What follows belongs to an exercise in optimizing a design on an open flow for small area and a short achievable clock period; a production flow would make more cautious choices.
Where RTL was checked, it was by simulation tests only, not by an equivalence proof against the original.
The RTL of run 1 was laid out without a check of its function.
Power figures rest on the tool's default switching activity, not on a simulated workload.

### flow/constraint.sdc
create_clock -name core_clock -period 10.0 [get_ports {clk}]
set_input_delay 2.0000 -clock core_clock [delete_from_list [all_inputs] [get_ports {clk}]]
set_output_delay 2.0000 -clock core_clock [all_outputs]
set_load 0.01 [all_outputs]
### flow/flow/synth.tcl
# Standard synthesis (synth_recipe.tcl) with one change: abc maps with flow/map.abc.
proc synth {args} { yosys synth -nofsm -noshare {*}$args }
proc abc {args} {
  set i [lsearch -exact $args -script]
  if { $i >= 0 } { set args [lreplace $args [expr {$i + 1}] [expr {$i + 1}] $::env(FLOW_ABC_SCRIPT)] }
  yosys abc {*}$args
}
source $::env(SCRIPTS_DIR)/synth.tcl
# left out here: clear keep_hierarchy, flatten, clean up, hide names made inside functions, write 1_2_yosys.v
### flow/design.v
module node_rf_wr_arbiter #(
    parameter int NUM_WR = 4
) (
    input  logic [NUM_WR-1:0]         hit,     
    input  logic                      open,    
    input  logic [NUM_WR-1:0]         lt,      
    input  logic [NUM_WR*NUM_WR-1:0]  le,      
    input  logic                      relax,
    output logic [NUM_WR-1:0]         commit
);
    always_comb begin
        logic beaten;
        for (int p = 0; p < NUM_WR; p++) begin
            beaten = 1'b0;
            for (int q = 0; q < NUM_WR; q++) begin
                if (q < p && hit[q] && (!relax || le[q*NUM_WR + p])) beaten = 1'b1;
                if (q > p && hit[q] && relax && !le[p*NUM_WR + q])   beaten = 1'b1;
            end
            commit[p] = hit[p] && open && !beaten && (!relax || lt[p]);
        end
    end
endmodule
module node_weight_rf #(
    parameter int NUM_NODES  = 16,
    parameter int ADDR_W     = 6,
    parameter int NUM_RD     = 4,
    parameter int NUM_WR     = 4,
    parameter int INIT_LANES = 4
) (
    input  logic                       clk,
    input  logic                       rst,
    input  logic                       init_start,
    input  logic [ADDR_W-1:0]          init_src,
    output logic                       init_busy,
    output logic                       init_done,
    input  logic [NUM_RD*ADDR_W-1:0]   rd_addr,
    output logic [NUM_RD*7-1:0]        rd_weight,
    output logic [NUM_RD*5-1:0]        rd_pred,
    input  logic [NUM_WR-1:0]          wr_en,
    input  logic [NUM_WR*ADDR_W-1:0]   wr_addr,
    input  logic [NUM_WR*12-1:0]       wr_data,
    input  logic                       wr_relax,
    input  logic                       mark_en,
    input  logic [ADDR_W-1:0]          mark_addr,
    output logic [NUM_RD-1:0]          rd_visited,
    output logic [NUM_WR-1:0]          wr_ack,
    output logic                       any_update
);
    localparam int WEIGHT_W = 7;
    localparam int PRED_W   = 5;
    localparam int MEM_W    = WEIGHT_W + PRED_W;
    localparam int IDX_W    = $clog2(NUM_NODES);
    localparam int SWEEP_CYCLES = NUM_NODES / INIT_LANES;
    localparam int CNT_W    = (SWEEP_CYCLES > 1) ? $clog2(SWEEP_CYCLES) : 1;
    localparam logic [CNT_W-1:0] LAST_CNT = CNT_W'(SWEEP_CYCLES - 1);
    localparam logic [WEIGHT_W-1:0] INF = {WEIGHT_W{1'b1}};
    function automatic logic lt_f(input logic [WEIGHT_W-1:0] a, input logic [WEIGHT_W-1:0] b);
        logic lt;
        lt = 1'b0;
        for (int i = 0; i < WEIGHT_W; i++)
            lt = (~a[i] & b[i]) | (~(a[i] ^ b[i]) & lt);
        lt_f = lt;
    endfunction
    logic                busy_q, done_q;
    logic [CNT_W-1:0]    cnt_q;
    logic [WEIGHT_W-1:0] w_q [NUM_NODES];
    logic [PRED_W-1:0]   p_q [NUM_NODES];
    logic [NUM_NODES-1:0] vis_q;
    logic [IDX_W-1:0]    ridx_q [NUM_RD];
    logic [NUM_RD-1:0]   rval_q;
    logic                zero_q;        
    logic [NUM_WR-1:0]   ack_q;
    logic                busy_d, done_d, sweep_last;
    logic [CNT_W-1:0]    cnt_d;
    logic [WEIGHT_W-1:0] w_d [NUM_NODES];
    logic [PRED_W-1:0]   p_d [NUM_NODES];
    logic [NUM_NODES-1:0] vis_d;
    assign sweep_last = busy_q && (cnt_q == LAST_CNT);
    always_comb begin
        busy_d = busy_q ? !sweep_last : init_start;
        done_d = sweep_last;
        cnt_d  = busy_q ? cnt_q + 1'b1 : '0;
    end
    logic [WEIGHT_W-1:0]       wr_w [NUM_WR];
    logic [NUM_WR*NUM_WR-1:0]  wr_le;
    logic [NUM_WR-1:0]         wr_hit [NUM_NODES];
    logic [NUM_WR-1:0]         wr_lt [NUM_NODES];
    logic [NUM_WR-1:0]         wr_commit [NUM_NODES];
    logic [NUM_WR-1:0]         ack_d;
    always_comb begin
        for (int p = 0; p < NUM_WR; p++)
            wr_w[p] = wr_data[p*MEM_W + PRED_W +: WEIGHT_W];
        wr_le = '0;
        for (int p = 0; p < NUM_WR; p++)
            for (int q = 0; q < p; q++)
                wr_le[q*NUM_WR + p] = !lt_f(wr_w[p], wr_w[q]);
        for (int n = 0; n < NUM_NODES; n++) begin
            for (int p = 0; p < NUM_WR; p++) begin
                wr_hit[n][p] = wr_en[p] && !busy_q && (wr_addr[p*ADDR_W +: ADDR_W] == ADDR_W'(n));
                wr_lt[n][p]  = lt_f(wr_w[p], w_q[n]);
            end
        end
    end
    for (genvar n = 0; n < NUM_NODES; n++) begin : g_arb
        node_rf_wr_arbiter #(
            .NUM_WR (NUM_WR)
        ) u_arb (
            .hit    (wr_hit[n]),
            .open   (!(wr_relax && vis_q[n])),
            .lt     (wr_lt[n]),
            .le     (wr_le),
            .relax  (wr_relax),
            .commit (wr_commit[n])
        );
    end
    always_comb begin
        ack_d = '0;
        for (int n = 0; n < NUM_NODES; n++) ack_d = ack_d | wr_commit[n];
    end
    always_comb begin
        logic              sw, src;
        logic [MEM_W-1:0]  wd;
        for (int n = 0; n < NUM_NODES; n++) begin
            wd  = '0;
            for (int p = 0; p < NUM_WR; p++)
                wd = wd | (wr_data[p*MEM_W +: MEM_W] & {MEM_W{wr_commit[n][p]}});
            sw  = busy_q && (cnt_q == CNT_W'(n / INIT_LANES));
            src = sweep_last && (init_src == ADDR_W'(n));
            if (src) begin
                w_d[n] = '0;
                p_d[n] = PRED_W'(n);
            end else if (sw) begin
                w_d[n] = INF;
                p_d[n] = PRED_W'(n);
            end else if (|wr_commit[n]) begin
                w_d[n] = wd[PRED_W +: WEIGHT_W];
                p_d[n] = wd[PRED_W-1:0];
            end else begin
                w_d[n] = w_q[n];
                p_d[n] = p_q[n];
            end
            vis_d[n] = (mark_en && mark_addr == ADDR_W'(n)) || (vis_q[n] && !sw);
        end
    end
    always_ff @(posedge clk) begin
        if (!rst) begin
            busy_q <= 1'b0;
            done_q <= 1'b0;
            cnt_q  <= '0;
            vis_q  <= '0;
            zero_q <= 1'b1;
            rval_q <= '0;
            ack_q  <= '0;
            for (int n = 0; n < NUM_NODES; n++) begin
                w_q[n] <= INF;
                p_q[n] <= '0;
            end
        end else begin
            busy_q <= busy_d;
            done_q <= done_d;
            cnt_q  <= cnt_d;
            vis_q  <= vis_d;
            zero_q <= 1'b0;
            ack_q  <= ack_d;
            for (int r = 0; r < NUM_RD; r++)
                rval_q[r] <= rd_addr[r*ADDR_W + IDX_W +: ADDR_W - IDX_W] == '0;
            for (int n = 0; n < NUM_NODES; n++) begin
                w_q[n] <= w_d[n];
                p_q[n] <= p_d[n];
            end
        end
    end
    always_ff @(posedge clk) begin
        for (int r = 0; r < NUM_RD; r++)
            ridx_q[r] <= rd_addr[r*ADDR_W +: IDX_W];
    end
    always_comb begin
        logic [NUM_NODES-1:0] dec;
        logic [WEIGHT_W-1:0]  w;
        logic [PRED_W-1:0]    pr;
        for (int r = 0; r < NUM_RD; r++) begin
            for (int n = 0; n < NUM_NODES; n++)
                dec[n] = rval_q[r] && (ridx_q[r] == IDX_W'(n));
            w  = {WEIGHT_W{!(rval_q[r] || zero_q)}};
            pr = '0;
            for (int n = 0; n < NUM_NODES; n++) begin
                w  = w  | (w_q[n] & {WEIGHT_W{dec[n]}});
                pr = pr | (p_q[n] & {PRED_W{dec[n]}});
            end
            rd_weight[r*WEIGHT_W +: WEIGHT_W] = w;
            rd_pred[r*PRED_W +: PRED_W]       = pr;
            rd_visited[r]                     = |(vis_q & dec);
        end
    end
    assign init_busy  = busy_q;
    assign init_done  = done_q;
    assign wr_ack     = ack_q;
    assign any_update = |ack_q;
endmodule
module node_rf_top (
    input  logic        clk,
    input  logic        rst,
    input  logic        init_start,
    input  logic [5:0]  init_src,
    output logic        init_busy,
    output logic        init_done,
    input  logic [23:0] rd_addr,
    output logic [27:0] rd_weight,
    output logic [19:0] rd_pred,
    input  logic [3:0]  wr_en,
    input  logic [23:0] wr_addr,
    input  logic [47:0] wr_data,
    input  logic        wr_relax,
    input  logic        mark_en,
    input  logic [5:0]  mark_addr,
    output logic [3:0]  rd_visited,
    output logic [3:0]  wr_ack,
    output logic        any_update
);
    node_weight_rf #(
        .NUM_NODES  (16),
        .ADDR_W     (6),
        .NUM_RD     (4),
        .NUM_WR     (4),
        .INIT_LANES (4)
    ) u_rf (
        .clk        (clk),
        .rst        (rst),
        .init_start (init_start),
        .init_src   (init_src),
        .init_busy  (init_busy),
        .init_done  (init_done),
        .rd_addr    (rd_addr),
        .rd_weight  (rd_weight),
        .rd_pred    (rd_pred),
        .wr_en      (wr_en),
        .wr_addr    (wr_addr),
        .wr_data    (wr_data),
        .wr_relax   (wr_relax),
        .mark_en    (mark_en),
        .mark_addr  (mark_addr),
        .rd_visited (rd_visited),
        .wr_ack     (wr_ack),
        .any_update (any_update)
    );
endmodule
### flow/config.mk
export PLATFORM = sky130hd
export DESIGN_NAME = node_rf_top
export DESIGN_NICKNAME = node_rf_top
export VERILOG_FILES = /design/flow/design.v
export SDC_FILE = /design/flow/constraint.sdc
export NUM_CORES = 4
export LEC_CHECK = 0
export ABC_AREA = 1
export CAP_MARGIN = 20
export CELL_PAD_IN_SITES_DETAIL_PLACEMENT = 1
export CELL_PAD_IN_SITES_GLOBAL_PLACEMENT = 2
export CORE_MARGIN = 2
export CORE_UTILIZATION = 25
export GPL_ROUTABILITY_DRIVEN = 1
export PLACE_DENSITY = 0.35
export SLEW_MARGIN = 20
### flow/standard.sh
#!/bin/bash
# synth_recipe.tcl (not shown) runs the flow's synth.tcl, then flattens the netlist and writes it again
# the make line also repeats each setting of config.mk as NAME=value (left out here)
make -C /OpenROAD-flow-scripts/flow DESIGN_CONFIG=/design/flow/config.mk WORK_HOME=/design/flow/orfs CLKGATE_MAP_FILE= SYNTH_SCRIPT=/design/flow/synth_recipe.tcl "${@:-finish}"
### flow/flow/settings.sh
MARGIN=6.0
### flow/flow/map.abc
&get -n
&st
&dch
&nf -a
&put
topo
stime -c
### flow/flow/run.sh
#!/bin/bash
# Standard layout (standard.sh) with three changes, all passed as ORFS make variables:
#  - abc maps with flow/map.abc (area-oriented) instead of ORFS's abc_area.script;
#  - port buffers are buf_2 cells;
#  - repair_timing aims at a tighter setup target (SETUP_SLACK_MARGIN).
# The make run's full output goes to flow_make.log in this folder.
set -uo pipefail
HERE=$(pwd)
export FLOW_ABC_SCRIPT=$HERE/flow/map.abc
source $HERE/flow/settings.sh
bash standard.sh SYNTH_SCRIPT=$HERE/flow/synth.tcl \
  "BUFFER_PORTS_ARGS=-buffer_cell sky130_fd_sc_hd__buf_2" \
  SETUP_SLACK_MARGIN=$MARGIN finish > $HERE/flow_make.log 2>&1
==> impl_metrics.toml, run 1 <==
[clocking]
h-tree-depth = 1
numCtsBuffers = 30
clkTransAtPathRegs_ps = 60
root_buffer = "clkbuf_16"
cts_tree = "built"
cts.path.max_buffers = 3
clk-insertion-delay-late_ps = 640
clock_sinks = 237

[drt]
ant_nets = 0
wl_per_cell_um = 43.5
viasPerCell = 7.00
drt_iter0_markers = 5325
drc = 0
wirelength_mm = 236
num_vias = 38100
dr.pass1.iters = 11

[pwr]
p_per_area_nw_per_um2 = 85.3
power.leakage_nw = 15.9
switchingPower_mw = 1.41
p_int_mw = 2.17
vdd_ir_drop_max_uv = 144
p_clk_share_pct = 34.2
pwr-share-seq_pct = 31.4
combinationalPowerShare_pct = 34.4
p_sw_share_pct = 39.3

[die]
start_util_pct = 25.2
die_w_um = 335
rows = 121
fp.dieH_um = 335
core_area_um2 = 109000
dieArea_um2 = 112000
pin_count = 176

[sta]
rsz0062_at_grt = "true"
min_period_ps = 6240
hold_ws_ps = 539
hold_viol_final = 0
slew_headroom_pct = 15.1
fin_crit_sh_pct = 62.4
setup_viol = 0
fin_tns_setup_ps = 0
finalMaxSlewViolations = 0
fmax_ghz = 0.160
worst_slew_pin_slew_ps = 1270
fin_skew_ps = 19.4

[critical_path]
cp-start-kind = "flip-flop"
critPathRequiredTime_ps = 8000
worstSetupEndpointType = "output pin"
cp.arrival_ps = 4240
worst-path-max-fanout = 10
crit_type = "reg -> out"

[global_routing]
grt_pass1_wl_mm = 317
antenna_found_initial = 12
grt_max_degree = 71
grt_pass1_vias = 37700
overflow = 0
grt_use_total_pct = 40.2

[logic_synthesis]
async_reset_ff_share_pct = 0
syn_nets = 3707
yosysMostFrequentCell = "ha_1"
synth_warnings = 19
ys_seq_area_share_pct = 17.3
synthFlopType = "dfxtp_1"
synthTopCellsByArea = "ha_1 19%, dfxtp_1 17%, a221o_1 11%"
synth_top_area_cell = "ha_1"
synthDistinctLibCells = 51
synth-edff-count = 0
syn_inst = 3166
syn_area_um2 = 27400
yosys_register_bits = 237
yosys-top-cells-count = "424 x ha_1, 301 x a221o_1, 280 x o21a_1"
syn_avg_cell_area_um2 = 8.65
synth.top_cell.area_share_pct = 19.4

[finish]
post-route-util_pct = 38.6
n_fill_cell = 12200
syn_to_final_growth_pct = 53.2
nets = 4534
drive_above_1_share_pct = 33.9

[place]
io_buffers = 175
place.gp.congestion = 0.962
hpwl_mm = 162

[outcome]
status = "finished clean"

[worst_hold_path]
hold_class = "reg -> reg"

[job]
max_cap_viol_count = 0
-- worst paths after layout --
check	start	to	slack (ps)	cells past startpoint
max reg2reg	u_rf.w_q[4][1]$_SDFFE_PN1P_	u_rf.w_q[4][2]$_SDFFE_PN1P_	5940	15
min reg2reg	u_rf.p_q[12][0]$_SDFFE_PP0P_	u_rf.p_q[12][0]$_SDFFE_PP0P_	540	2
max	u_rf.ridx_q[0][1]$_DFF_P_	rd_weight[1]	3760	12
min	u_rf.p_q[12][0]$_SDFFE_PP0P_	u_rf.p_q[12][0]$_SDFFE_PP0P_	540	2
-- per-stage QoR --
stage	total power [mW]	std cells	setup WS, ps	area (µm²)
5_1_grt	3.67	5432	3760	41900
6_report	3.58	5439	3760	42000
4_1_cts	3.49	5356	3860	40200
3_3_place_gp	2.04	4879	2840	32500
3_5_place_dp	2.07	4880	2900	32600
2_1_floorplan	1.54	3166	4840	28900
-- cell families after synthesis --
family	after synthesis	share of synthesized area, %
flops	237	17.3
buf+inv	52	0.713
fa+ha+maj	424	19.4
compound gates	1519	44.5
simple gates	934	18.1
-- metal layers --
metal | vias to the layer above | wire length, µm | global-route usage [%]
met5 | - | 13 | 0
met4 | 2 | 16600 | 22.8
met3 | 574 | 23800 | 10.5
met2 | 2465 | 99700 | 60.5
met1 | 19500 | 96200 | 51.8
li1 | 15500 | - | -
-- worst max-delay path, cell delays in order (launching register included) --
cell and delay [ps]:
dfxtp_4 410, nand3b_1 250, nor3_2 80, buf_6 170
a221o_1 310, a221o_1 320, a221o_1 300, a221o_1 330
a221o_1 360, a221o_1 350, a221o_1 300, a221o_1 280
buf_2 150
-- final cells by class --
class | instances | area, µm² | share of cell area, %
clock inverter | 10 | 130 | 0.310
clock buffer | 46 | 912 | 2.17
inverter | 52 | 498 | 1.19
multi-input combinational | 2886 | 26300 | 62.6
antenna | 8 | 20.0 | 0.0477
sequential | 237 | 4810 | 11.5
timing repair buffer | 786 | 7540 | 18.0
tap | 1414 | 1770 | 4.22
-- state kept, by name, indices dropped and copies added (netlist names) --
register / cells
u_rf.vis_q: 16
u_rf.done_q: 1
u_rf.zero_q: 1
u_rf.rval_q: 4
u_rf.busy_q: 1
u_rf.ridx_q: 16
u_rf.ack_q: 4
u_rf.p_q: 80
u_rf.w_q: 112
u_rf.cnt_q: 2
-- power groups by stage --
| stage | Clock [mW] | Combinational (mW) | Sequential, mW |
|---|---|---|---|
| 2_1_floorplan | 0 | 0.489 | 1.05 |
| 3_3_place_gp | 0 | 0.911 | 1.13 |
| 3_5_place_dp | 0 | 0.935 | 1.14 |
| 4_1_cts | 1.23 | 1.14 | 1.12 |
| 5_1_grt | 1.26 | 1.29 | 1.12 |
| 6_report | 1.22 | 1.23 | 1.12 |
-- placed cells by master (no fill, tap or decap), types with 70 or more instances in the layout --
master / n
ha_1: 408
dfxtp_1: 217
nor2_1: 102
a21oi_1: 114
a221o_1: 298
nand2_1: 230
a222oi_1: 125
a22oi_1: 93
buf_4: 337
a22o_1: 86
and3b_1: 70
o21a_1: 273
nand3_1: 73
buf_12: 71
buf_2: 149
buf_6: 184
-- timing repair --
action,4_1_cts,5_1_grt
pin swaps,283,249
gates cloned,20,2
resized for setup,608,244
buffers inserted,400,72
hold buffers,0,0
endpoints found under the setup margin,248,248
==> inputs of run 2 (changes only) <==
--- a/flow/design.v
+++ b/flow/design.v
@@ -4,19 +4,20 @@
     input  logic [NUM_WR-1:0]         hit,     
     input  logic                      open,    
-    input  logic [NUM_WR-1:0]         lt,      
-    input  logic [NUM_WR*NUM_WR-1:0]  le,      
-    input  logic                      relax,
-    output logic [NUM_WR-1:0]         commit
+    input  logic [NUM_WR-1:0]         beat,    
+    input  logic [NUM_WR*NUM_WR-1:0]  kill,    
+    output logic [NUM_WR-1:0]         commit,
+    output logic                      we       
 );
     always_comb begin
-        logic beaten;
+        logic killed;
+        we = 1'b0;
         for (int p = 0; p < NUM_WR; p++) begin
-            beaten = 1'b0;
-            for (int q = 0; q < NUM_WR; q++) begin
-                if (q < p && hit[q] && (!relax || le[q*NUM_WR + p])) beaten = 1'b1;
-                if (q > p && hit[q] && relax && !le[p*NUM_WR + q])   beaten = 1'b1;
-            end
-            commit[p] = hit[p] && open && !beaten && (!relax || lt[p]);
-        end
+            killed = 1'b0;
+            for (int q = 0; q < NUM_WR; q++)
+                if (q != p) killed = killed | (hit[q] & kill[q*NUM_WR + p]);
+            commit[p] = hit[p] & open & beat[p] & !killed;
+            we = we | (hit[p] & beat[p]);
+        end
+        we = we & open;
     end
 endmodule
@@ -56,9 +57,23 @@
     localparam logic [WEIGHT_W-1:0] INF = {WEIGHT_W{1'b1}};
     function automatic logic lt_f(input logic [WEIGHT_W-1:0] a, input logic [WEIGHT_W-1:0] b);
-        logic lt;
-        lt = 1'b0;
-        for (int i = 0; i < WEIGHT_W; i++)
-            lt = (~a[i] & b[i]) | (~(a[i] ^ b[i]) & lt);
-        lt_f = lt;
+        logic [WEIGHT_W-1:0] g, p;
+        logic [WEIGHT_W-1:0] g1, p1;
+        logic [WEIGHT_W-1:0] g2, p2;
+        logic [WEIGHT_W-1:0] g3, p3;
+        g = ~a & b;      
+        p = ~a | b;      
+        for (int i = 0; i < WEIGHT_W; i++) begin
+            if (i >= 1) begin g1[i] = g[i] | (p[i] & g[i-1]); p1[i] = p[i] & p[i-1]; end
+            else        begin g1[i] = g[i];                   p1[i] = p[i];          end
+        end
+        for (int i = 0; i < WEIGHT_W; i++) begin
+            if (i >= 2) begin g2[i] = g1[i] | (p1[i] & g1[i-2]); p2[i] = p1[i] & p1[i-2]; end
+            else        begin g2[i] = g1[i];                     p2[i] = p1[i];           end
+        end
+        for (int i = 0; i < WEIGHT_W; i++) begin
+            if (i >= 4) begin g3[i] = g2[i] | (p2[i] & g2[i-4]); p3[i] = p2[i] & p2[i-4]; end
+            else        begin g3[i] = g2[i];                     p3[i] = p2[i];           end
+        end
+        lt_f = g3[WEIGHT_W-1];
     endfunction
     logic                busy_q, done_q;
@@ -83,20 +98,31 @@
     end
     logic [WEIGHT_W-1:0]       wr_w [NUM_WR];
-    logic [NUM_WR*NUM_WR-1:0]  wr_le;
+    logic [NUM_WR*NUM_WR-1:0]  wr_kill;
+    logic [3:0]                wr_lo [NUM_WR];    
+    logic [3:0]                wr_hi [NUM_WR];    
     logic [NUM_WR-1:0]         wr_hit [NUM_NODES];
-    logic [NUM_WR-1:0]         wr_lt [NUM_NODES];
+    logic [NUM_WR-1:0]         wr_beat [NUM_NODES];
     logic [NUM_WR-1:0]         wr_commit [NUM_NODES];
+    logic [NUM_NODES-1:0]      wr_we;
     logic [NUM_WR-1:0]         ack_d;
     always_comb begin
+        logic [ADDR_W-1:0] wa;
+        for (int p = 0; p < NUM_WR; p++) begin
+            wr_w[p] = wr_data[p*MEM_W + PRED_W +: WEIGHT_W];
+            wa = wr_addr[p*ADDR_W +: ADDR_W];
+            for (int k = 0; k < 4; k++) begin
+                wr_lo[p][k] = wa[1:0] == 2'(k);
+                wr_hi[p][k] = wr_en[p] && !busy_q && (wa[ADDR_W-1:IDX_W] == '0) && (wa[3:2] == 2'(k));
+            end
+        end
+        wr_kill = '0;
         for (int p = 0; p < NUM_WR; p++)
-            wr_w[p] = wr_data[p*MEM_W + PRED_W +: WEIGHT_W];
-        wr_le = '0;
-        for (int p = 0; p < NUM_WR; p++)
-            for (int q = 0; q < p; q++)
-                wr_le[q*NUM_WR + p] = !lt_f(wr_w[p], wr_w[q]);
+            for (int q = 0; q < NUM_WR; q++)
+                if (q < p)      wr_kill[q*NUM_WR + p] = !wr_relax || !lt_f(wr_w[p], wr_w[q]);
+                else if (q > p) wr_kill[q*NUM_WR + p] = wr_relax && lt_f(wr_w[q], wr_w[p]);
         for (int n = 0; n < NUM_NODES; n++) begin
             for (int p = 0; p < NUM_WR; p++) begin
-                wr_hit[n][p] = wr_en[p] && !busy_q && (wr_addr[p*ADDR_W +: ADDR_W] == ADDR_W'(n));
-                wr_lt[n][p]  = lt_f(wr_w[p], w_q[n]);
+                wr_hit[n][p]  = wr_hi[p][n / 4] && wr_lo[p][n % 4];
+                wr_beat[n][p] = !wr_relax || lt_f(wr_w[p], w_q[n]);
             end
         end
@@ -108,8 +134,8 @@
             .hit    (wr_hit[n]),
             .open   (!(wr_relax && vis_q[n])),
-            .lt     (wr_lt[n]),
-            .le     (wr_le),
-            .relax  (wr_relax),
-            .commit (wr_commit[n])
+            .beat   (wr_beat[n]),
+            .kill   (wr_kill),
+            .commit (wr_commit[n]),
+            .we     (wr_we[n])
         );
     end
@@ -133,5 +159,5 @@
                 w_d[n] = INF;
                 p_d[n] = PRED_W'(n);
-            end else if (|wr_commit[n]) begin
+            end else if (wr_we[n]) begin
                 w_d[n] = wd[PRED_W +: WEIGHT_W];
                 p_d[n] = wd[PRED_W-1:0];
==> flow/flow/map.abc (replaced) <==
strash
balance
dch
map -a
topo
stime -c
==> flow/flow/settings.sh (replaced) <==
MARGIN=4
--- a/flow/config.mk
+++ b/flow/config.mk
@@ -11,6 +11,6 @@
 export CELL_PAD_IN_SITES_GLOBAL_PLACEMENT = 2
 export CORE_MARGIN = 2
-export CORE_UTILIZATION = 25
+export CORE_UTILIZATION = 45
 export GPL_ROUTABILITY_DRIVEN = 1
-export PLACE_DENSITY = 0.35
+export PLACE_DENSITY = 0.6
 export SLEW_MARGIN = 20
==> run 2 against run 1 <==
Effect of this change: the run now fails in global routing (5_1_grt); synthesized area down 12%; synthesized cell count grew 19%.
==> impl_metrics.toml, run 2 <==
[place]
hpwl_mm = 147
dp_slack_ps = 2690
placed_area_um2 = 26600
place.gp.congestion = 1.37
dpl.cell_count = 4719
io_buffers = 175

[die]
pin_count = 176
die_w_um = 236
start_util_pct = 45.8
fp.dieH_um = 236
rows = 84

[logic_synthesis]
yosys_register_bits = 237
syn_avg_cell_area_um2 = 6.40
syn_area_um2 = 24100
synthTopCellsByArea = "dfxtp_1 20%, o22ai_1 12%, clkinv_1 8.0%"
async_reset_ff_share_pct = 0
yosysMostFrequentCell = "clkinv_1"
synthFlopType = "dfxtp_1"
synthDistinctLibCells = 36
syn_inst = 3770
yosys-top-cells-count = "516 x clkinv_1, 471 x o22ai_1, 433 x nand2_1"
synth.top_cell.area_share_pct = 19.7
syn_nets = 3891
synth-edff-count = 0
synth_top_area_cell = "dfxtp_1"
synth_warnings = 23
ys_seq_area_share_pct = 19.7

[outcome]
stop_error = "[ERROR GRT-0116] Global routing finished with congestion. Check the congestion regions in the DRC Viewer."
stop_stage = "global routing (5_1_grt)"
status = "did not finish"

[global_routing]
grt_use_total_pct = 78.8
grt_max_degree = 65
grt_pass1_wl_mm = 325
grt_pass1_vias = 44600
overflow = 25

[clocking]
cts.path.max_buffers = 3
h-tree-depth = 1
numCtsBuffers = 30
hold_buffers = 0
root_buffer = "clkbuf_16"
clock_sinks = 237
[run 2: repair_timing]
item	4_1_cts
resized for setup	17
setup buffers	1
setup endpoints to repair	165
pin swaps	1
[run 2: how the worst max path moves through the flow]
stage,start,endpoint,slack [ps],cells after the start
3_3_place_gp,wr_data[45],u_rf.ack_q[3]$_SDFF_PN0_,2760,14
3_5_place_dp,wr_data[33],u_rf.p_q[5][2]$_SDFFE_PN0P_,2690,13
2_1_floorplan,wr_data[18],u_rf.p_q[10][1]$_SDFFE_PN0P_,4030,9
4_1_cts,wr_data[33],u_rf.p_q[5][2]$_SDFFE_PN0P_,3990,13
[run 2: power groups by stage]
stage / Combinational (mW) / Sequential (mW) / Clock (mW)
floorplan: 0.376 / 1.04 / 0
detailed placement: 0.779 / 1.08 / 0
global placement: 0.753 / 1.08 / 0
CTS: 0.785 / 1.06 / 1.13
[run 2: stage by stage]
stage	hold WS, ps	power (mW)
after global placement	457	1.83
after detailed placement	471	1.86
after floorplan	437	1.42
after CTS	484	2.98
[run 2: metal layers]
layer  overflow  track usage [%]
met5          0             45.7
met4         11             68.1
met3          1             69.0
met2         12             91.3
met1          1             81.5
[run 2: kinds of logic after synthesis]
family                     Yosys count  synth area share [%]
AOI/OAI and AO/OA                 1779                  50.2
adders and majority gates            4                 0.207
buffers and inverters              516                  8.02
DFF                                237                  19.7
and+or+nand+nor                   1234                  21.9
==> inputs of run 3 (changes only) <==
==> flow/flow/settings.sh (replaced) <==
MARGIN=5
==> run 3 against run 2 <==
Effect of this change: the run again fails in global routing (5_1_grt); synthesized area is the same; synthesized cell count is the same.
==> impl_metrics.toml, run 3 <==
[logic_synthesis]
syn_avg_cell_area_um2 = 6.40
yosys-top-cells-count = "516 x clkinv_1, 471 x o22ai_1, 433 x nand2_1"
synth_top_area_cell = "dfxtp_1"
synthXorXnorAreaFrac_pct = 0
synth.top_cell.area_share_pct = 19.7
syn_inst = 3770
synthFlopType = "dfxtp_1"
ys_seq_area_share_pct = 19.7
synth-compound-area-share_pct = 50.2
synthAdderAreaFrac_pct = 0.207
syn_area_um2 = 24100
synth-edff-count = 0
synth_warnings = 23
synth-simple-area-share_pct = 21.9
synthTopCellsByArea = "dfxtp_1 20%, o22ai_1 12%, clkinv_1 8.0%"
synthDistinctLibCells = 36
syn_nets = 3891
async_reset_ff_share_pct = 0
synth_top_family_by_area = "compound AO/OA/AOI/OAI gates"
yosys_register_bits = 237
synthMuxAreaShare_pct = 0
yosysMostFrequentCell = "clkinv_1"

[global_routing]
grt_use_total_pct = 77.9
grt_pass1_vias = 44200
grt_pass1_wl_mm = 319
overflow = 66
grt_max_degree = 72

[place]
io_buffers = 175
hpwl_mm = 146
place.gp.congestion = 1.44

[die]
pin_count = 176
fp.dieH_um = 236
rows = 84
start_util_pct = 45.8
die_w_um = 236

[clocking]
root_buffer = "clkbuf_16"
h-tree-depth = 1
numCtsBuffers = 30
hold_buffers = 0
clock_sinks = 237
cts.path.max_buffers = 3

[outcome]
stop_error = "[ERROR GRT-0116] Global routing finished with congestion. Check the congestion regions in the DRC Viewer."
stop_stage = "global routing (5_1_grt)"
status = "did not finish"
==> run 3: cells by family after synthesis <==
kind of cell               count (synthesis)
and+or+nand+nor                         1234
buffers and inverters                    516
DFF                                      237
adders and majority gates                  4
AOI/OAI and AO/OA                       1779
==> run 3: per-layer routing <==
metal	GRT overflow	track usage, %
met1	4	80.8
met2	20	91.1
met3	11	66.6
met4	29	68.5
met5	2	40.8
==> run 3: stage by stage <==
step                hold slack [ps]  instances  power, mW  instance area [µm²]  worst slack [ps]
floorplan                       437       3770       1.42                24200              4980
global placement                456       4706       1.82                26500              2830
detailed placement              469       4706       1.85                26500              2680
CTS                             478       4772       3.00                28300              4880
==> run 3: power groups by stage <==
stage	Sequential (mW)	Combinational [mW]	Clock, mW
CTS	1.06	0.791	1.14
detailed placement	1.09	0.764	0
global placement	1.08	0.739	0
floorplan	1.04	0.377	0
==> run 3: what timing repair did <==
| action | 4_1_cts |
|---|---|
| pin swaps | 5 |
| gates resized for setup | 188 |
| cloned | 2 |
| buffers inserted | 11 |
| setup endpoints to repair | 248 |
==> run 3: worst min-delay path by stage <==
stage	endpoint	slack, ps	cells past startpoint
CTS	u_rf.p_q[5][3]$_SDFFE_PP0P_	480	2
detailed placement	u_rf.p_q[5][3]$_SDFFE_PP0P_	470	2
global placement	u_rf.cnt_q[0]$_SDFF_PN0_	460	1
floorplan	u_rf.cnt_q[0]$_SDFF_PN0_	440	1
==> inputs of run 4 (changes only) <==
==> flow/flow/settings.sh (replaced) <==
MARGIN=6
--- a/flow/config.mk
+++ b/flow/config.mk
@@ -11,6 +11,6 @@
 export CELL_PAD_IN_SITES_GLOBAL_PLACEMENT = 2
 export CORE_MARGIN = 2
-export CORE_UTILIZATION = 45
+export CORE_UTILIZATION = 33
 export GPL_ROUTABILITY_DRIVEN = 1
-export PLACE_DENSITY = 0.6
+export PLACE_DENSITY = 0.45
 export SLEW_MARGIN = 20
==> run 4 against run 3 <==
Effect of this change: the run again fails in global routing (5_1_grt); synthesized area unchanged; synthesized cell count unchanged.
==> impl_metrics.toml, run 4 <==
[outcome]
status = "did not finish"
stop_stage = "global routing (5_1_grt)"
stop_error = "[ERROR GRT-0116] Global routing finished with congestion. Check the congestion regions in the DRC Viewer."

[clocking]
root_buffer = "clkbuf_16"
clock_sinks = 237
cts.path.max_buffers = 3
numCtsBuffers = 34
h-tree-depth = 2

[global_routing]
grt_pass1_vias = 55900
grt_pass1_wl_mm = 482
overflow = 1135
grt_use_total_pct = 88.3
grt_max_degree = 69

[logic_synthesis]
synthFlopType = "dfxtp_1"
syn_nets = 3891
async_reset_ff_share_pct = 0
syn_area_um2 = 24100
yosys-top-cells-count = "516 x clkinv_1, 471 x o22ai_1, 433 x nand2_1"
yosys_register_bits = 237
syn_avg_cell_area_um2 = 6.40
synth-edff-count = 0
yosysMostFrequentCell = "clkinv_1"
ys_seq_area_share_pct = 19.7
syn_inst = 3770
synth_top_area_cell = "dfxtp_1"
synth.top_cell.area_share_pct = 19.7
synthTopCellsByArea = "dfxtp_1 20%, o22ai_1 12%, clkinv_1 8.0%"
synthDistinctLibCells = 36
synth_warnings = 23

[place]
hpwl_mm = 173
dpl.cell_count = 4974
placed_area_um2 = 27500
dp_slack_ps = 3000
io_buffers = 175
place.gp.congestion = 1.20

[die]
pin_count = 176
rows = 99
start_util_pct = 33.2
die_w_um = 274
fp.dieH_um = 274
==> run 4: worst max-delay path by stage <==
stage / to / cells past startpoint
floorplan: u_rf.ack_q[2]$_SDFF_PN0_ / 13
global placement: u_rf.p_q[8][3]$_SDFFE_PN0P_ / 13
detailed placement: u_rf.p_q[8][3]$_SDFFE_PN0P_ / 13
CTS: rd_weight[1] / 10
==> run 4: power groups by stage <==
| stage | Clock (mW) | Combinational (mW) | Sequential [mW] |
|---|---|---|---|
| floorplan | 0 | 0.391 | 1.04 |
| CTS | 1.32 | 1.25 | 1.09 |
| global placement | 0 | 0.799 | 1.10 |
| detailed placement | 0 | 0.819 | 1.10 |
==> run 4: metal layers <==
metal  track usage, %  GRT overflow
met1             87.7           124
met2             98.0           486
met3             81.4           113
met4             86.0           375
met5             62.6            37
==> run 4: timing repair <==
| action | 4_1_cts |
|---|---|
| buffers inserted | 464 |
| pin swaps | 300 |
| gates resized for setup | 1575 |
| hold buffers | 0 |
| cloned | 64 |
| setup endpoints to repair | 248 |
==> run 4: logic make-up after synthesis <==
family / Yosys count / share of synthesized area [%]
simple gates: 1234 / 21.9
flops: 237 / 19.7
compound gates: 1779 / 50.2
buf+inv: 516 / 8.02
fa+ha+maj: 4 / 0.207
==> inputs of run 5 (changes only) <==
==> flow/flow/settings.sh (replaced) <==
MARGIN=5
==> run 5 against run 4 <==
Effect of this change: the run now finishes clean; synthesized area unchanged; synthesized cell count is the same.
==> impl_metrics.toml, run 5 <==
[outcome]
status = "finished clean"

[finish]
mostFrequentLayoutCells = "466 x o22ai_1, 431 x clkinv_1, 411 x nand2_1, 368 x nor2_1, 248 x a21oi_1"
layout_commonest_cell = "o22ai_1"
largest_reg_flops = 112
seq_area_um2 = 4740
drive_above_1_share_pct = 16.4
syn_to_final_growth_pct = 26.9
n_fill_cell = 9413
final_area_um2 = 30600
largestRegisters = "u_rf.w_q (112), u_rf.p_q (80)"
fin_cells = 5183
largest-register = "u_rf.w_q"
multi_input_area_um2 = 18700
nets = 4289

[drt]
drt_iter0_markers = 9647
num_vias = 44200
ant_nets = 0
wl_per_cell_um = 47.7
viasPerCell = 8.54
wirelength_mm = 247
drc = 0
dr.pass1.iters = 11

[global_routing]
met1_usage_pct = 68.5
grt_pass1_vias = 40900
busiest_layer = "met2"
overflow = 0
grt_max_degree = 63
grt_use_met2_pct = 80.9
grt_use_total_pct = 62.7
met3_usage_pct = 42.7
grt_pass1_wl_mm = 331
antenna_found_initial = 28

[sta]
setup_viol = 0
hold_viol_final = 0
min_period_ps = 5320
worst_slew_pin_slew_ps = 1280
fmax_ghz = 0.188
slew_headroom_pct = 14.6
fin_tns_setup_ps = 0
fin_crit_sh_pct = 53.2
fin_skew_ps = 56.1
finalMaxSlewViolations = 0
rsz0062_at_grt = "true"
hold_ws_ps = 480

[logic_synthesis]
synth_warnings = 23
synth.top_cell.area_share_pct = 19.7
synthTopCellsByArea = "dfxtp_1 20%, o22ai_1 12%, clkinv_1 8.0%"
synth_top_area_cell = "dfxtp_1"
synthDistinctLibCells = 36
yosys_register_bits = 237
syn_nets = 3891
syn_avg_cell_area_um2 = 6.40
yosys-top-cells-count = "516 x clkinv_1, 471 x o22ai_1, 433 x nand2_1"
async_reset_ff_share_pct = 0
ys_seq_area_share_pct = 19.7
synthFlopType = "dfxtp_1"
syn_inst = 3770
syn_area_um2 = 24100
yosysMostFrequentCell = "clkinv_1"
synth-edff-count = 0

[die]
start_util_pct = 33.2
core_area_um2 = 72700
die_w_um = 274
fp.dieH_um = 274
pin_count = 176
dieArea_um2 = 75300
rows = 99

[clocking]
clk-insertion-delay-late_ps = 640
cts.path.max_buffers = 3
clock_sinks = 237
clkTransAtPathRegs_ps = 60
root_buffer = "clkbuf_16"
cts_tree = "built"
numCtsBuffers = 35
h-tree-depth = 2
hold_buffers = 0

[pwr]
p_total_mw = 3.52
combinationalPowerShare_pct = 28.1
p_per_area_nw_per_um2 = 115
p_int_mw = 2.06
vdd_ir_drop_max_uv = 138
p_sw_share_pct = 41.4
p_clk_share_pct = 41.0
power.leakage_nw = 10.0
switchingPower_mw = 1.46
pwr-share-seq_pct = 31.0

[critical_path]
worst-path-max-fanout = 9
r2r_cells = 13
crit_type = "reg -> out"
ff2ff_setup_slack_ps = 5590
cp.arrival_ps = 3320
cp-start-kind = "flip-flop"
critPathRequiredTime_ps = 8000
reg2reg_from = "u_rf.w_q[8][5]$_SDFFE_PN1P_"
r2r-end = "u_rf.w_q[8][6]$_SDFFE_PN1P_"
worstSetupEndpointType = "output pin"

[worst_hold_path]
hold_class = "reg -> reg"
hp-start = "u_rf.p_q[13][4]$_SDFFE_PP0P_"
holdPathEnd = "u_rf.p_q[13][4]$_SDFFE_PP0P_"
min_path_cells = 2

[place]
placed_area_um2 = 27200
dpl.cell_count = 5024
place.gp.congestion = 1.20
hpwl_mm = 177
io_buffers = 175

[job]
max_cap_viol_count = 0
## run 5: cell counts after synthesis
Identical to the previous run, type by type.
## run 5: cell families (layout without fill, tap and decap cells)
group           Yosys count  count (layout)  synth area share (%)
other cells               0              30                     0
compound gates         1779            1780                  50.2
buf+inv                 516             939                  8.02
fa+ha+maj                 4               4                 0.207
simple gates           1234            1234                  21.9
flops                   237             237                  19.7
## run 5: area by class of cell
type | count | share of cell area, %
diodes | 30 | 0.245
clock inverters | 15 | 0.899
clock buffers | 48 | 3.21
inverters | 516 | 7.14
well taps | 959 | 3.92
repair buffers | 360 | 8.02
multi-input cells | 3018 | 61.1
flip-flops and latches | 237 | 15.5
## run 5: worst max path at each step
stage | startpoint | end | cells after the start
2_1_floorplan | wr_data[18] | u_rf.p_q[10][1]$_SDFFE_PN0P_ | 9
3_3_place_gp | wr_data[23] | u_rf.ack_q[1]$_SDFF_PN0_ | 15
3_5_place_dp | wr_data[23] | u_rf.ack_q[0]$_SDFF_PN0_ | 16
4_1_cts | u_rf.ridx_q[3][3]$_DFF_P_ | rd_weight[23] | 10
5_1_grt | u_rf.ridx_q[2][0]$_DFF_P_ | rd_weight[16] | 10
6_report | u_rf.w_q[13][3]$_SDFFE_PN1P_ | rd_weight[24] | 5
## run 5: repair_timing
item                       4_1_cts  5_1_grt
setup buffers                   17       48
pin swaps                        8       27
gates cloned                     1        0
resized for setup              240      162
setup endpoints to repair      248      227
## run 5: layer usage
layer / wire length (µm) / part of all wire (%)
met5: 147 / 0.059
met4: 30000 / 12
met3: 47300 / 19
met2: 88600 / 36
met1: 81400 / 33
## run 5: stage by stage
step / util [%] / setup WS (ps)
after floorplan: - / 4980
after global placement: 37.4 / 2920
after detailed placement: 37.5 / 3110
after CTS: 40.6 / 4900
after global routing: 42.0 / 4790
final: 42.1 / 4680
## run 5: power groups by stage
stage / clock network, mW / logic, mW / registers (mW)
floorplan: 0 / 0.377 / 1.04
global route: 1.46 / 0.964 / 1.08
global placement: 0 / 0.805 / 1.09
finish: 1.44 / 0.987 / 1.09
detailed placement: 0 / 0.824 / 1.09
CTS: 1.41 / 0.852 / 1.07
## run 5: worst max-delay path, cell delays in order (launching register included)
cell	delay, ps
dfxtp_1	940
clkinv_1	810
o21ai_0	530
nor3_1	120
nand4_1	120
buf_2	160
==> inputs of run 6 (changes only) <==
--- a/flow/design.v
+++ b/flow/design.v
@@ -82,7 +82,6 @@
     logic [PRED_W-1:0]   p_q [NUM_NODES];
     logic [NUM_NODES-1:0] vis_q;
-    logic [IDX_W-1:0]    ridx_q [NUM_RD];
-    logic [NUM_RD-1:0]   rval_q;
-    logic                zero_q;        
+    logic [NUM_NODES-1:0] rsel_q [NUM_RD];   
+    logic [NUM_RD-1:0]   rinf_q;        
     logic [NUM_WR-1:0]   ack_q;
     logic                busy_d, done_d, sweep_last;
@@ -175,6 +174,6 @@
             cnt_q  <= '0;
             vis_q  <= '0;
-            zero_q <= 1'b1;
-            rval_q <= '0;
+            rinf_q <= '0;
+            for (int r = 0; r < NUM_RD; r++) rsel_q[r] <= '0;
             ack_q  <= '0;
             for (int n = 0; n < NUM_NODES; n++) begin
@@ -187,8 +186,10 @@
             cnt_q  <= cnt_d;
             vis_q  <= vis_d;
-            zero_q <= 1'b0;
             ack_q  <= ack_d;
-            for (int r = 0; r < NUM_RD; r++)
-                rval_q[r] <= rd_addr[r*ADDR_W + IDX_W +: ADDR_W - IDX_W] == '0;
+            for (int r = 0; r < NUM_RD; r++) begin
+                rinf_q[r] <= rd_addr[r*ADDR_W + IDX_W +: ADDR_W - IDX_W] != '0;
+                for (int n = 0; n < NUM_NODES; n++)
+                    rsel_q[r][n] <= rd_addr[r*ADDR_W +: ADDR_W] == ADDR_W'(n);
+            end
             for (int n = 0; n < NUM_NODES; n++) begin
                 w_q[n] <= w_d[n];
@@ -196,8 +197,4 @@
             end
         end
-    end
-    always_ff @(posedge clk) begin
-        for (int r = 0; r < NUM_RD; r++)
-            ridx_q[r] <= rd_addr[r*ADDR_W +: IDX_W];
     end
     always_comb begin
@@ -206,7 +203,6 @@
         logic [PRED_W-1:0]    pr;
         for (int r = 0; r < NUM_RD; r++) begin
-            for (int n = 0; n < NUM_NODES; n++)
-                dec[n] = rval_q[r] && (ridx_q[r] == IDX_W'(n));
-            w  = {WEIGHT_W{!(rval_q[r] || zero_q)}};
+            dec = rsel_q[r];
+            w  = {WEIGHT_W{rinf_q[r]}};
             pr = '0;
             for (int n = 0; n < NUM_NODES; n++) begin
==> flow/flow/map.abc (replaced) <==
strash
balance
dch
map -D 1500
topo
upsize -D 1500
dnsize -D 1500
stime -c
==> flow/flow/settings.sh (replaced) <==
MARGIN=5.5
--- a/flow/config.mk
+++ b/flow/config.mk
@@ -11,6 +11,6 @@
 export CELL_PAD_IN_SITES_GLOBAL_PLACEMENT = 2
 export CORE_MARGIN = 2
-export CORE_UTILIZATION = 33
+export CORE_UTILIZATION = 25
 export GPL_ROUTABILITY_DRIVEN = 1
-export PLACE_DENSITY = 0.45
+export PLACE_DENSITY = 0.35
 export SLEW_MARGIN = 20
==> run 6 against run 5 <==
Effect of this change: still clean on timing, DRC and antenna; worst hold slack lost 10 ps; critical path depth is 1 higher; non-clock buffer count increased by 56; register-to-register slack is essentially flat; first-iteration DRC count shrank 28%; die area grew 37%; critical endpoint is now rd_weight[7]; largest power group unchanged.
==> impl_metrics.toml, run 6 <==
[outcome]
status = "finished clean"

[critical_path]
critPathRequiredTime_ps = 8000
cp.arrival_ps = 2760
worst-path-max-fanout = 7
crit_type = "reg -> out"
cpPeakStageDelay_ps = 570
worstPathCellList = "buf_4, clkinv_1, o22ai_1, a21oi_2, nand4_1, buf_2"
cp_slowest_cell = "nand4_1"
worstSetupEndpointType = "output pin"
cp-start-kind = "flip-flop"

[logic_synthesis]
syn_nets = 3873
synthAdderAreaFrac_pct = 0.198
syn_inst = 3752
syn_avg_cell_area_um2 = 6.72
synthMuxAreaShare_pct = 0
synth-compound-area-share_pct = 49.4
yosys-top-cells-count = "535 x o22ai_1, 437 x clkinv_1, 404 x nand2_1"
synth-simple-area-share_pct = 20.3
synth.top_cell.area_share_pct = 22.5
synth_top_family_by_area = "compound AO/OA/AOI/OAI gates"
yosysMostFrequentCell = "o22ai_1"
async_reset_ff_share_pct = 0
synthXorXnorAreaFrac_pct = 0
synthDistinctLibCells = 69
synth_warnings = 23
syn_area_um2 = 25200
yosys_register_bits = 284
synth-edff-count = 0
ys_seq_area_share_pct = 22.5
synthTopCellsByArea = "dfxtp_1 23%, o22ai_1 13%, clkinv_1 6.5%"
synthFlopType = "dfxtp_1"
synth_top_area_cell = "dfxtp_1"

[drt]
dr.pass1.iters = 8
ant_nets = 0
drt_iter0_markers = 6982
num_vias = 42600
drc = 0
wirelength_mm = 284
viasPerCell = 7.68
wl_per_cell_um = 51.1

[job]
max_cap_viol_count = 0

[die]
start_util_pct = 25.2
fp.dieH_um = 322
rows = 116
core_area_um2 = 100000
pin_count = 176
dieArea_um2 = 103000
die_w_um = 322

[clocking]
cts_tree = "built"
cts.path.max_buffers = 3
numCtsBuffers = 39
h-tree-depth = 2
clock_sinks = 284
hold_buffers = 0
root_buffer = "clkbuf_16"
clkTransAtPathRegs_ps = 60
clk-insertion-delay-late_ps = 700

[finish]
fin_cells = 5546
largest-register = "u_rf.w_q"
largestRegisters = "u_rf.w_q (112), u_rf.p_q (80), u_rf.rsel_q (64)"
layout_commonest_cell = "o22ai_1"
nets = 4334
mostFrequentLayoutCells = "521 x o22ai_1, 395 x nand2_1, 376 x nor2_1, 286 x clkinv_1, 256 x a21oi_1"
syn_to_final_growth_pct = 33.8
drive_above_1_share_pct = 23.3
largest_reg_flops = 112

[sta]
fmax_ghz = 0.210
hold_viol_final = 0
rsz0062_at_grt = "true"
fin_crit_sh_pct = 47.6
finalMaxSlewViolations = 0
fin_skew_ps = 79.9
worst_slew_pin_slew_ps = 1310
min_period_ps = 4760
slew_headroom_pct = 12.0
fin_tns_setup_ps = 0
setup_viol = 0

[pwr]
power.leakage_nw = 11.4
p_total_mw = 3.88
vdd_ir_drop_max_uv = 125
p_per_area_nw_per_um2 = 115

[place]
place.gp.congestion = 1.16
hpwl_mm = 207
dpl.cell_count = 5324
io_buffers = 175

[global_routing]
grt_use_total_pct = 52.6
overflow = 0
grt_pass1_vias = 40900
grt_pass1_wl_mm = 371
antenna_found_initial = 36
grt_max_degree = 53

[worst_hold_path]
hold_class = "reg -> reg"
==> run 6: timing repair <==
action                     in CTS  in global routing
setup endpoints to repair     246                227
setup buffers                  76                 65
pin swaps                      41                 49
gates cloned                    4                  1
resized for setup             528                267
==> run 6: area by class of cell <==
| class | count | area [µm²] |
|---|---|---|
| Clock buffer | 50 | 1060 |
| Sequential cell | 284 | 5810 |
| Tap cell | 1298 | 1620 |
| Antenna cell | 8 | 20.0 |
| Clock inverter | 18 | 230 |
| Timing Repair Buffer | 416 | 3400 |
| Fill cell | 12300 | 66300 |
| Inverter | 482 | 2580 |
| Multi-Input combinational cell | 2990 | 19000 |
==> run 6: worst paths after layout <==
check	from	endpoint	slack (ps)	cells after the start
min	u_rf.cnt_q[0]$_SDFF_PN0_	u_rf.cnt_q[0]$_SDFF_PN0_	470	1
max reg2reg	u_rf.busy_q$_SDFF_PN0_	u_rf.w_q[5][2]$_SDFFE_PN1P_	5590	15
min reg2reg	u_rf.cnt_q[0]$_SDFF_PN0_	u_rf.cnt_q[0]$_SDFF_PN0_	470	1
max	u_rf.rsel_q[1][1]$_SDFF_PN0_	rd_weight[7]	5240	6
==> run 6: critical path: cells and delay by family, from the launching register on <==
family | cells | cell delay [ps]
flip-flops | 1 | 300
AND/OR/NAND/NOR | 1 | 570
AO/OA/AOI/OAI | 2 | 430
buffers and inverters | 3 | 800
==> run 6: metal layers <==
metal  routed length (µm)  GRT usage (%)
met1                98700           58.5
met2               111000           73.8
met3                40400           23.5
met4                33700           50.1
met5                  267          0.189
==> run 6: kinds of logic (layout without fill, tap and decap cells) <==
group / after synthesis / count (layout)
compound gates: 1812 / 1812
fa+ha+maj: 4 / 4
buf+inv: 482 / 966
flops: 284 / 284
other cells: 0 / 8
simple gates: 1170 / 1174
==> run 6: power by group <==
part | total [mW] | switching, mW | internal [mW] | leakage [nW]
combinational | 1.07 | 0.802 | 0.270 | 8.43
sequential | 1.28 | 0.113 | 1.17 | 2.31
clock | 1.53 | 0.692 | 0.836 | 0.635
==> run 6: through the flow <==
| step | setup slack, ps | util, % | area [µm²] | hold slack (ps) |
|---|---|---|---|---|
| after CTS | 5430 | 32.1 | 32100 | 478 |
| final | 5240 | 33.7 | 33700 | 469 |
| after global placement | 3370 | 28.5 | 28500 | 447 |
| after global routing | 5320 | 33.7 | 33700 | 512 |
| after detailed placement | 3390 | 28.5 | 28500 | 465 |
| after floorplan | 5730 | - | 25200 | 437 |
==> inputs of run 7 (changes only) <==
==> flow/flow/map.abc (replaced) <==
strash
balance
dch
map -a
topo
stime -c
==> run 7 against run 6 <==
Effect of this change: still clean on timing, DRC and antenna; combinational power down 4%; clock skew down 58 ps; register-to-register slack better by 720 ps; sequential share of layout area about the same; cell area down 1.6%; routed wire length down 5.1%; clock-buffer cell count up 9.
==> impl_metrics.toml, run 7 <==
[outcome]
status = "finished clean"

[drt]
viasPerCell = 7.41
num_vias = 41500
drc = 0
ant_nets = 0
wirelength_mm = 269
wl_per_cell_um = 48.1
dr.pass1.iters = 9
drt_iter0_markers = 6580

[logic_synthesis]
synthFlopType = "dfxtp_1"
syn_avg_cell_area_um2 = 6.55
synthDistinctLibCells = 41
ys_seq_area_share_pct = 22.7
synth-edff-count = 0
yosys-top-cells-count = "528 x o22ai_1, 524 x clkinv_1, 441 x nor2_1"
synth_warnings = 23
syn_inst = 3821
yosysMostFrequentCell = "o22ai_1"
synthTopCellsByArea = "dfxtp_1 23%, o22ai_1 13%, clkinv_1 7.9%"
synth.top_cell.area_share_pct = 22.7
syn_nets = 3942
yosys_register_bits = 284
synth_top_area_cell = "dfxtp_1"
async_reset_ff_share_pct = 0
syn_area_um2 = 25000

[place]
hpwl_mm = 197
io_buffers = 175
placed_area_um2 = 28600
place.gp.congestion = 1.08

[sta]
min_period_ps = 4620
fin_tns_setup_ps = 0
worst_slew_pin_slew_ps = 1090
slew_headroom_pct = 27.1
finalMaxSlewViolations = 0
fin_skew_ps = 22.2
fmax_ghz = 0.216
fin_crit_sh_pct = 46.2
rsz0062_at_grt = "true"
setup_viol = 0
hold_viol_final = 0

[worst_hold_path]
hold_class = "reg -> reg"

[critical_path]
cp-start-kind = "flip-flop"
worst-path-max-fanout = 8
critPathRequiredTime_ps = 8000
worstPathCellList = "clkinv_2, o22ai_1, a21oi_1, nand4_1, buf_2"
cpPeakStageDelay_ps = 700
crit_type = "reg -> out"
worstSetupEndpointType = "output pin"
cp_slowest_cell = "dfxtp_1"
cp.arrival_ps = 2620

[clocking]
clkTransAtPathRegs_ps = 60
h-tree-depth = 2
root_buffer = "clkbuf_16"
cts_tree = "built"
hold_buffers = 0
clk-insertion-delay-late_ps = 650
numCtsBuffers = 40
cts.path.max_buffers = 3
clock_sinks = 284

[finish]
syn_to_final_growth_pct = 32.6
largest_reg_flops = 112
n_fill_cell = 12400
multi_input_area_um2 = 18700
largestRegisters = "u_rf.w_q (112), u_rf.p_q (80), u_rf.rsel_q (64)"
mostFrequentLayoutCells = "526 x o22ai_1, 396 x clkinv_1, 391 x nor2_1, 361 x nand2_1, 279 x a21oi_1"
final_area_um2 = 33200
nets = 4382
layout_commonest_cell = "o22ai_1"
seq_area_um2 = 5720
drive_above_1_share_pct = 19.0
largest-register = "u_rf.w_q"

[die]
fp.dieH_um = 320
pin_count = 176
core_area_um2 = 99700
start_util_pct = 25.1
die_w_um = 320
dieArea_um2 = 103000
rows = 116

[global_routing]
grt_use_total_pct = 50.1
overflow = 0
antenna_found_initial = 8
grt_pass1_vias = 38900
grt_pass1_wl_mm = 353
grt_max_degree = 45

[pwr]
p_per_area_nw_per_um2 = 116
vdd_ir_drop_max_uv = 112
power.leakage_nw = 10.8
p_total_mw = 3.86

[job]
max_cap_viol_count = 0
-- run 7: path summary, 6_finish.rpt --
check,start,end,slack (ps),cells past startpoint
worst max-delay path,u_rf.rsel_q[0][8]$_SDFF_PN0_,rd_weight[1],5380,5
worst min-delay path,u_rf.w_q[1][2]$_SDFFE_PN1P_,u_rf.w_q[1][2]$_SDFFE_PN1P_,480,2
worst max register to register,u_rf.w_q[3][5]$_SDFFE_PN1P_,u_rf.w_q[3][2]$_SDFFE_PN1P_,6310,14
worst min register to register,u_rf.w_q[1][2]$_SDFFE_PN1P_,u_rf.w_q[1][2]$_SDFFE_PN1P_,480,2
-- run 7: layout make-up --
class	count	share of cell area, %
multi-input cells	3017	56.4
flip-flops and latches	284	17.2
repair buffers	391	9.62
inverters	524	7.62
well taps	1298	4.89
clock buffers	59	3.54
clock inverters	12	0.528
repair inverters	3	0.132
diodes	6	0.0452
-- run 7: through the flow --
| stage | cells | setup WS, ps | hold WS [ps] | util, % |
|---|---|---|---|---|
| floorplan | 3821 | 5510 | 437 | - |
| global placement | 5418 | 3080 | 467 | 28.7 |
| detailed placement | 5418 | 3030 | 473 | 28.7 |
| CTS | 5540 | 5470 | 485 | 32.2 |
| global route | 5588 | 5420 | 510 | 33.3 |
| finish | 5594 | 5380 | 480 | 33.3 |
-- run 7: metal layers --
metal / track usage, % / wire length, µm
met5: 0 / 15
met4: 42.4 / 29800
met3: 16.8 / 34600
met2: 70.2 / 105000
met1: 61.3 / 100000
-- run 7: cell families after synthesis --
kind of cell / share of synthesized area, %
DFF: 22.7
buffers and inverters: 7.86
adders and majority gates: 0.200
and+or+nand+nor: 20.5
AOI/OAI and AO/OA: 48.8
-- run 7: repair_timing --
item                                    in CTS  in global routing
endpoints found under the setup margin     248                217
pin swaps                                   27                 28
buffers inserted                            46                 44
gates resized for setup                    407                165
gates cloned                                 5                  4
-- run 7: power breakdown --
part / switching (mW) / total (mW) / internal [mW]
clock: 0.675 / 1.57 / 0.893
combinational: 0.765 / 1.03 / 0.263
sequential: 0.101 / 1.27 / 1.17
-- run 7: worst max-delay path, delay by kind of cell, from the launching register on --
kind,cells,cell delay [ps]
flip-flops,1,700
buffers and inverters,2,600
AO/OA/AOI/OAI,2,560
AND/OR/NAND/NOR,1,120
==> inputs of run 8 (changes only) <==
==> flow/flow/run.sh (replaced) <==
#!/bin/bash
# Standard layout (standard.sh) with changes passed as ORFS make variables:
#  - abc maps with flow/map.abc (area-oriented) instead of ORFS's abc_area.script;
#  - port buffers are buf_2 cells;
#  - repair_timing aims at a tighter setup target (SETUP_SLACK_MARGIN);
#  - any further variables listed in flow/settings.sh (EXTRA).
# The make run's full output goes to flow_make.log in this folder.
set -uo pipefail
HERE=$(pwd)
export FLOW_ABC_SCRIPT=$HERE/flow/map.abc
EXTRA=()
source $HERE/flow/settings.sh
bash standard.sh SYNTH_SCRIPT=$HERE/flow/synth.tcl \
  "BUFFER_PORTS_ARGS=-buffer_cell sky130_fd_sc_hd__buf_2" \
  SETUP_SLACK_MARGIN=$MARGIN "${EXTRA[@]}" finish > $HERE/flow_make.log 2>&1
==> flow/flow/settings.sh (replaced) <==
MARGIN=5.5
EXTRA=("CTS_ARGS=-sink_clustering_enable -repair_clock_nets -dont_use_dummy_load -buf_list sky130_fd_sc_hd__clkbuf_8 -root_buf sky130_fd_sc_hd__clkbuf_16 -sink_clustering_size 16 -sink_clustering_max_diameter 50")
==> run 8 against run 7 <==
Effect of this change: sequential power about the same; synthesized cell count unchanged; combinational power about the same; flip-flop and latch count unchanged; routed wire length increased by 0.71%; utilization decreased by 0.40 points; setup slack got worse by 19 ps; power decreased by 11%; synthesized area unchanged; clock power decreased by about 30%.
==> impl_metrics.toml, run 8 <==
[finish]
largest_reg_flops = 112
final_area_um2 = 32800
mostFrequentLayoutCells = "527 x o22ai_1, 394 x clkinv_1, 380 x nor2_1, 361 x nand2_1, 279 x a21oi_1"
largestRegisters = "u_rf.w_q (112), u_rf.p_q (80), u_rf.rsel_q (64)"
drive_above_1_share_pct = 19.5
syn_to_final_growth_pct = 31.0
layout_commonest_cell = "o22ai_1"
nets = 4398
largest-register = "u_rf.w_q"
n_fill_cell = 12400

[logic_synthesis]
syn_nets = 3942
yosysMostFrequentCell = "o22ai_1"
synth.top_cell.area_share_pct = 22.7
synthTopCellsByArea = "dfxtp_1 23%, o22ai_1 13%, clkinv_1 7.9%"
syn_avg_cell_area_um2 = 6.55
syn_area_um2 = 25000
synth_warnings = 23
syn_inst = 3821
synth-simple-area-share_pct = 20.5
synthXorXnorAreaFrac_pct = 0
async_reset_ff_share_pct = 0
yosys_register_bits = 284
synthMuxAreaShare_pct = 0
synthAdderAreaFrac_pct = 0.200
synth-compound-area-share_pct = 48.8
synthFlopType = "dfxtp_1"
synthDistinctLibCells = 41
yosys-top-cells-count = "528 x o22ai_1, 524 x clkinv_1, 441 x nor2_1"
synth_top_family_by_area = "compound AO/OA/AOI/OAI gates"
synth_top_area_cell = "dfxtp_1"
synth-edff-count = 0
ys_seq_area_share_pct = 22.7

[clocking]
clock_sinks = 284
h-tree-depth = 2
cts.path.max_buffers = 3
root_buffer = "clkbuf_16"
clkTransAtPathRegs_ps = 60
clk-insertion-delay-late_ps = 670
numCtsBuffers = 56
cts_tree = "built"

[critical_path]
cp-start-kind = "flip-flop"
worstPathCellList = "clkinv_1, o22ai_1, a221oi_1, nand4_1, buf_2"
critPathRequiredTime_ps = 8000
worst-path-max-fanout = 7
startpoint = "u_rf.rsel_q[1][9]$_SDFF_PN0_"
cpPeakStageDelay_ps = 750
cp_slowest_cell = "dfxtp_1"
cp.arrival_ps = 2640
worstSetupEndpointType = "output pin"
crit_type = "reg -> out"
reg2reg_from = "u_rf.w_q[3][5]$_SDFFE_PN1P_"

[global_routing]
overflow = 0
grt_pass1_wl_mm = 355
grt_max_degree = 45
grt_use_total_pct = 50.3
grt_pass1_vias = 39400
antenna_found_initial = 15

[drt]
dr.pass1.iters = 6
viasPerCell = 7.43
wirelength_mm = 271
wl_per_cell_um = 48.6
drc = 0
num_vias = 41500
drt_iter0_markers = 6816
ant_nets = 0

[die]
fp.dieH_um = 320
rows = 116
start_util_pct = 25.1
pin_count = 176
dieArea_um2 = 103000
die_w_um = 320
core_area_um2 = 99700

[pwr]
p_sw_share_pct = 42.3
vdd_ir_drop_max_uv = 110
combinationalPowerShare_pct = 30.7
p_clk_share_pct = 32.2
power.leakage_nw = 10.6
switchingPower_mw = 1.45
pwr-share-seq_pct = 37.1
p_total_mw = 3.42
p_per_area_nw_per_um2 = 104
p_int_mw = 1.97

[sta]
fin_skew_ps = 104
worst_slew_pin_slew_ps = 1060
min_period_ps = 4640
fin_tns_setup_ps = 0
slew_headroom_pct = 29.4
finalMaxSlewViolations = 0
fin_crit_sh_pct = 46.4
hold_viol_final = 0
setup_viol = 0
hold_ws_ps = 476
rsz0062_at_grt = "true"
fmax_ghz = 0.215

[place]
placed_area_um2 = 28600
hpwl_mm = 197
place.gp.congestion = 1.08
io_buffers = 175

[job]
max_cap_viol_count = 0

[outcome]
status = "finished clean"

[worst_hold_path]
hp-start = "u_rf.p_q[3][0]$_SDFFE_PN0P_"
hold_class = "reg -> reg"
==> run 8: area by class of cell <==
class	instances	area [µm²]	share of cell area (%)
Timing Repair inverter	4	53.8	0.164
Tap cell	1298	1620	4.95
Multi-Input combinational cell	3016	18800	57.2
Timing Repair Buffer	391	3240	9.89
Sequential cell	284	5720	17.4
Clock buffer	56	827	2.52
Inverter	524	2560	7.81
Antenna cell	6	15.0	0.0458
==> run 8: final timing paths <==
path / endpoint / depth (start not counted) / slack, ps
hold / removal: u_rf.p_q[3][0]$_SDFFE_PN0P_ / 2 / 480
hold reg to reg: u_rf.p_q[3][0]$_SDFFE_PN0P_ / 2 / 480
setup reg to reg: u_rf.w_q[3][1]$_SDFFE_PN1P_ / 12 / 6200
setup / recovery: rd_weight[11] / 5 / 5360
==> run 8: what timing repair did <==
action                                  CTS  global route
hold buffers                              0             0
pin swaps                                25            21
gates resized for setup                 420           190
buffers inserted                         56            30
cloned                                    8             5
endpoints found under the setup margin  248           202
==> run 8: through the flow <==
stage	setup slack, ps	utilization, %	std cells
after floorplan	5510	-	3821
after global placement	3080	28.7	5418
after detailed placement	3030	28.7	5418
after CTS	5470	31.9	5538
after global routing	5430	32.9	5573
final	5360	32.9	5579
==> run 8: critical path: cells and delay by family (launching register included) <==
kind | cells | cell delay (ps)
compound gates | 2 | 390
buf+inv | 2 | 640
flops | 1 | 750
simple gates | 1 | 230
==> run 8: power by group through the flow <==
stage	combinational [mW]	clock [mW]	sequential, mW
5_1_grt	1.05	1.15	1.26
6_report	1.05	1.10	1.27
3_3_place_gp	0.861	0	1.28
4_1_cts	0.947	1.11	1.26
2_1_floorplan	0.378	0	1.23
3_5_place_dp	0.859	0	1.28
==> run 8: logic make-up after synthesis <==
kind of cell | after synthesis
simple gates | 1191
flops | 284
compound gates | 1818
fa+ha+maj | 4
buf+inv | 524
==> run 8: metal layers <==
metal / part of all wire [%] / GRT usage (%) / wire [µm] / vias to the layer above
li1: - / - / - / 16100
met2: 39 / 70.5 / 105000 / 3653
met5: 0.058 / 0.898 / 158 / -
met3: 13 / 18.3 / 35300 / 1239
met1: 37 / 60.3 / 100000 / 20500
met4: 11 / 43.6 / 30300 / 10

what the ideal ports hide:
In the flow no input, the clock included, has a driving cell. The finished layouts below were timed again as built, in two steps.
Step 1, drivers: a clkbuf_16 drives clk and a buf_2 each remaining input, both assumed.
Step 2 moves the port delays by t, midway between the first and last clock arrival at a register: inputs arrive t later, outputs are due t later. That takes back most of the time a late clock gives input paths.
Slacks: ideal / step 1 / step 2; pairs: ideal / step 1.
run	t (ns)	setup WS [ns]	latest minus earliest clock arrival (ns)
run 1	0.702	3.764 / 3.694 / 4.325	0.021 / 0.021
run 5	0.688	4.679 / 4.605 / 4.157	0.056 / 0.056
run 6	0.740	5.236 / 5.156 / 4.658	0.080 / 0.080
run 7	0.718	5.377 / 5.298 / 4.799	0.025 / 0.026
run 8	0.699	5.358 / 5.279 / 4.753	0.105 / 0.105
After both steps setup and hold are still met in every run listed. For run 8, which loses most, drivers alone change the setup slack by -0.079 ns; drivers and shift together by -0.605 ns.
